What follows belongs to an exercise in optimizing a design on an open flow for small area; a production flow would make more cautious choices.
Function was checked by simulation only, so behaviour that the tests miss may differ from the original.
Power is estimated from default activity; no workload was simulated.

[design/flow/run.sh]
#!/bin/bash
# synth_recipe.tcl (not shown) runs the flow's synth.tcl, then flattens the netlist and writes it again
# the make line also repeats each setting of config.mk as NAME=value (left out here)
make -C /OpenROAD-flow-scripts/flow DESIGN_CONFIG=/design/flow/config.mk WORK_HOME=/design/flow/orfs CLKGATE_MAP_FILE= SYNTH_SCRIPT=/design/flow/synth_recipe.tcl finish
[design/flow/design.v]
module register_file_mp #(
  parameter int unsigned DATA_W   = 32,
  parameter int unsigned ADDR_W   = 5,
  parameter int unsigned NUM_RD   = 2,
  parameter int unsigned ZERO_REG = 1,
  parameter int unsigned BYPASS   = 1
) (
  input  logic                       clk,
  input  logic                       rst_n,
  input  logic [NUM_RD*ADDR_W-1:0]   raddr,
  output logic [NUM_RD*DATA_W-1:0]   rdata,
  output logic [NUM_RD-1:0]          rbusy,
  input  logic                       wren0,
  input  logic [ADDR_W-1:0]          waddr0,
  input  logic [DATA_W-1:0]          wdata0,
  input  logic                       wren1,
  input  logic [ADDR_W-1:0]          waddr1,
  input  logic [DATA_W-1:0]          wdata1,
  input  logic                       claim_en,
  input  logic [ADDR_W-1:0]          claim_addr
);
  localparam int unsigned DEPTH = 1 << ADDR_W;
  logic [DEPTH-1:0][DATA_W-1:0] mem_q;
  logic [DEPTH-1:0]              busy_q;
  function automatic logic is_zero(input logic [ADDR_W-1:0] a);
    is_zero = (ZERO_REG != 0) && (a == '0);
  endfunction
  logic wr0_ok, wr1_ok, claim_ok;
  assign wr0_ok   = wren0    && !is_zero(waddr0);
  assign wr1_ok   = wren1    && !is_zero(waddr1);
  assign claim_ok = claim_en && !is_zero(claim_addr);
  for (genvar gr = 0; gr < int'(DEPTH); gr++) begin : g_reg
    logic we0, we1, cl;
    assign we0 = wr0_ok   && (waddr0     == ADDR_W'(gr));
    assign we1 = wr1_ok   && (waddr1     == ADDR_W'(gr));
    assign cl  = claim_ok && (claim_addr == ADDR_W'(gr));
    always_ff @(posedge clk or negedge rst_n) begin
      if (!rst_n) begin
        mem_q[gr]  <= '0;
        busy_q[gr] <= 1'b0;
      end else begin
        if (we1)      mem_q[gr] <= wdata1;
        else if (we0) mem_q[gr] <= wdata0;
        if (cl)       busy_q[gr] <= 1'b1;
        else if (we1) busy_q[gr] <= 1'b0;
      end
    end
  end
  logic byp_en;
  assign byp_en = (BYPASS != 0) && rst_n;
  for (genvar gi = 0; gi < int'(NUM_RD); gi++) begin : g_rd
    logic [ADDR_W-1:0] ra;
    logic              hit0, hit1, zr;
    logic [DATA_W-1:0] rd_c;
    logic              rb_c;
    assign ra   = raddr[gi*ADDR_W +: ADDR_W];
    assign zr   = is_zero(ra);
    assign hit1 = byp_en && wren1 && (waddr1 == ra);
    assign hit0 = byp_en && wren0 && (waddr0 == ra);
    always_comb begin
      rd_c = mem_q[ra];
      rb_c = busy_q[ra];
      if (hit1)      rd_c = wdata1;
      else if (hit0) rd_c = wdata0;
      if (hit1) rb_c = 1'b0;
      if (zr) begin
        rd_c = '0;
        rb_c = 1'b0;
      end
    end
    assign rdata[gi*DATA_W +: DATA_W] = rd_c;
    assign rbusy[gi]                  = rb_c;
  end
endmodule
[design/flow/constraint.sdc]
create_clock -name core_clock -period 8.0 [get_ports {clk}]
set_input_delay 1.6000 -clock core_clock [delete_from_list [all_inputs] [get_ports {clk}]]
set_output_delay 1.6000 -clock core_clock [all_outputs]
set_load 0.01 [all_outputs]
[design/flow/config.mk]
export PLATFORM = sky130hd
export DESIGN_NAME = register_file_mp
export DESIGN_NICKNAME = register_file_mp
export VERILOG_FILES = /design/flow/design.v
export SDC_FILE = /design/flow/constraint.sdc
export NUM_CORES = 4
export LEC_CHECK = 0
export CAP_MARGIN = 20
export CORE_MARGIN = 2
export CORE_UTILIZATION = 40
export PLACE_DENSITY = 0.6
export SLEW_MARGIN = 20
==> flow_metrics.env <==
export IMPL_status="no timing/DRC/antenna violations"
export IMPL_hold_buffers=0
export IMPL_post_route_util_pct=44.9
export IMPL_layout_commonest_cell="mux2i_1"
export IMPL_rsz0062_at_grt="false"
export IMPL_async_flop_share_pct=100
export IMPL_antenna_found_initial=14
export IMPL_yosysWarnings=1
export IMPL_avgRoutedWirePerCell_um=34.2
export IMPL_synth_edf_count=0
export IMPL_drt_total_wl_um=289000
export IMPL_synth_area_top_cells="dfrtp_1 40%, mux2i_1 19%, mux4_2 13%"
export IMPL_ir_worst_vdd_uv=211
export IMPL_port_buffers=159
export IMPL_grt_pass1_vias=54700
export IMPL_fillers=15500
export IMPL_relSlewSlack_pct=17.4
export IMPL_clkTransAtPathRegs_ps=60
export IMPL_die_x_um=412
export IMPL_slew_violations=0
export IMPL_cp_end_kind="output pin"
export IMPL_ctsResizeCount=0
export IMPL_worst_slew_pin_slew_ps=1240
export IMPL_power_density_nw_per_um2=250
export IMPL_critPathLaunchType="input pin"
export IMPL_finalSetupViolCount=0
export IMPL_hold_class="reg2reg"
export IMPL_grt_pass1_wl_um=412000
export IMPL_syn_area_per_cell_um2=10.2
export IMPL_syn_inst=6499
export IMPL_grt_usage_pct=33.6
export IMPL_hold_violations=0
export IMPL_hpwl_um=167000
export IMPL_syn_num_nets=6593
export IMPL_cts_setup_buffers=0
export IMPL_yosys_area_top_type="dfrtp_1"
export IMPL_die_area_um2=170000
export IMPL_cts_max_level=3
export IMPL_clk_latency_ps=760
export IMPL_cts_buffers=117
export IMPL_fmax_ghz=0.137
export IMPL_critPathRequiredTime_ps=6400
export IMPL_drtIter0Drc=8527
export IMPL_worst_ep_arrival_time_ps=5680
export IMPL_area_growth_pct=11.3
export IMPL_initial_core_util_pct=40.3
export IMPL_p_leak_uw=0.0325
export IMPL_tns_ps=0
export IMPL_cts_root_buf="clkbuf_16"
export IMPL_ant_nets=0
export IMPL_synth_seq_area_share_pct=39.7
export IMPL_overflow=0
export IMPL_finalCriticalPeriod_ps=7280
export IMPL_holdWs_ps=399
export IMPL_crit_fanout=11
export IMPL_cts_buffer_depth=3
export IMPL_clock_skew_ps=0
export IMPL_die_h_um=412
export IMPL_synth_ff_type="dfrtp_1"
export IMPL_syn_area_um2=66600
export IMPL_via_per_inst=6.70
export IMPL_num_rows=149
export IMPL_cap_violations=0
export IMPL_io_pin_count=160
export IMPL_post_route_period_util_pct=91.0
export IMPL_cts_sink_count=1056
export IMPL_drive_gt1_share_pct=15.3
export IMPL_nets=6254
export IMPL_core_area_um2=165000
export IMPL_finalWeightedCongestion=0.903
export IMPL_synthDistinctLibCells=66
export IMPL_critical_path_class="in2out"
export IMPL_final_cell_mix="1,243 x mux2i_1, 1,056 x dfrtp_1, 857 x nor2_1"
export IMPL_synth_seq_cells=1056
export IMPL_first_pass_iters=6
export IMPL_cts_tree="done"
export IMPL_drc=0
export IMPL_vias=56600
export IMPL_grt_max_degree=138
export IMPL_synth_top_area_share_pct=39.7
## critical path: stages
cell	delay (ps)
clkdlybuf4s50_1	1000
xor2_1	190
or3_1	210
or2_2	530
buf_4	490
nand3_1	240
a31oi_1	670
clkdlybuf4s50_1	670
## cell usage after synthesis (4+ instances only)
library cell,instances
o21ai_1,7
buf_4,29
o221ai_1,59
mux4_2,397
or2_2,4
nand4_1,24
nand3b_1,12
nor3b_1,6
buf_6,8
xnor2_1,10
nor2b_1,19
and3_1,6
a32oi_1,8
nand3_1,72
o21bai_1,7
nand2b_1,22
mux2_2,16
a211oi_1,17
nor4_1,21
a21oi_1,857
nor2_1,872
buf_1,129
dfrtp_1,1056
a31oi_1,31
a22oi_1,74
nand2_1,279
and2_1,4
a221oi_1,17
buf_2,166
mux2i_1,1243
a211o_1,36
o21ai_0,210
a221o_1,23
clkbuf_1,517
inv_1,14
o22ai_1,19
xor2_1,10
a22o_1,112
nor3_1,25
a32o_1,16
## cells by family (layout without fill, tap and decap cells)
kind of cell | Yosys count | in the layout | share of synthesized area, %
AOI/OAI and AO/OA | 1515 | 1515 | 13.6
muxes | 1656 | 1656 | 32.4
and+or+nand+nor | 1388 | 1388 | 8.66
xor gates and xnor gates | 20 | 20 | 0.263
DFF | 1056 | 1056 | 39.7
buffers and inverters | 864 | 625 | 5.44
other | 0 | 3 | 0
## state kept, by name (all words and copies together) (netlist names)
register and cells:
busy_q 32, mem_q 1024
## area by class of cell
class	instances	area (um2)	share of cell area, %
repair buffers	391	3610	4.87
clock inverters	57	668	0.902
well taps	2189	2740	3.70
diodes	3	7.51	0.0101
clock buffers	162	3340	4.50
multi-input cells	4579	37300	50.3
inverters	15	56.3	0.0760
flip-flops and latches	1056	26400	35.7
## where the power goes
part,switching (uW),internal (uW)
registers,1160,6770
logic,2500,2380
clock network,2530,3220
total,6180,12400
## path summary, 6_finish.rpt
| path | startpoint | to | slack, ps | cells past startpoint |
|---|---|---|---|---|
| min in group asynchronous | rst_n | mem_q[412] | 810 | 1 |
| min | mem_q[4] | mem_q[4] | 400 | 0 |
| max | raddr[9] | rdata[57] | 720 | 8 |
| max in group asynchronous | rst_n | mem_q[881] | 3440 | 5 |
| max reg2reg | mem_q[782] | mem_q[782] | 7230 | 2 |
| min reg2reg | mem_q[4] | mem_q[4] | 400 | 0 |
## stage by stage
stage | setup slack (ps) | cells | cell area (um2) | total power, uW
floorplan | 2910 | 6499 | 66600 | 11000
global placement | 870 | 8228 | 70000 | 12600
detailed placement | 828 | 8230 | 70100 | 12700
CTS | 805 | 8449 | 74100 | 18400
global route | 811 | 8449 | 74100 | 19300
finish | 724 | 8452 | 74100 | 18600
## metal layers
layer,up-vias,wire [um],GRT usage [%]
met5,-,180,0
met4,26,23700,22.2
met3,1116,33700,8.69
met2,3963,125000,49.9
met1,28400,107000,43.2
li1,23100,-,-

-- port drivers added, routing unchanged --
The flow's constraints put no driver on any port. The routed layout listed below was extracted and timed again, unchanged, in two steps.
Step 1 sets driving cells, clkbuf_16 on the clock port and buf_2 on the other inputs (assumed; they add their load-dependent delay and slew).
Step 2 times the ports against the registers' clock, not the clock port: input delays grow and output delays shrink by t, the midpoint of the rising clock arrivals with the driver on.
Slacks: ideal ports / drivers / drivers and shift; pairs: ideal ports / drivers.
t (ns): 0.867
setup WS [ns]: 0.724 / 0.596 / 0.596
worst register clock-pin slew, ns: 0.07 / 0.07
worst data-port slew with drivers (ns): 0.18
After both steps this run still meets setup and hold. For this run, drivers alone change the setup slack by -0.128 ns; drivers and shift together by -0.128 ns.
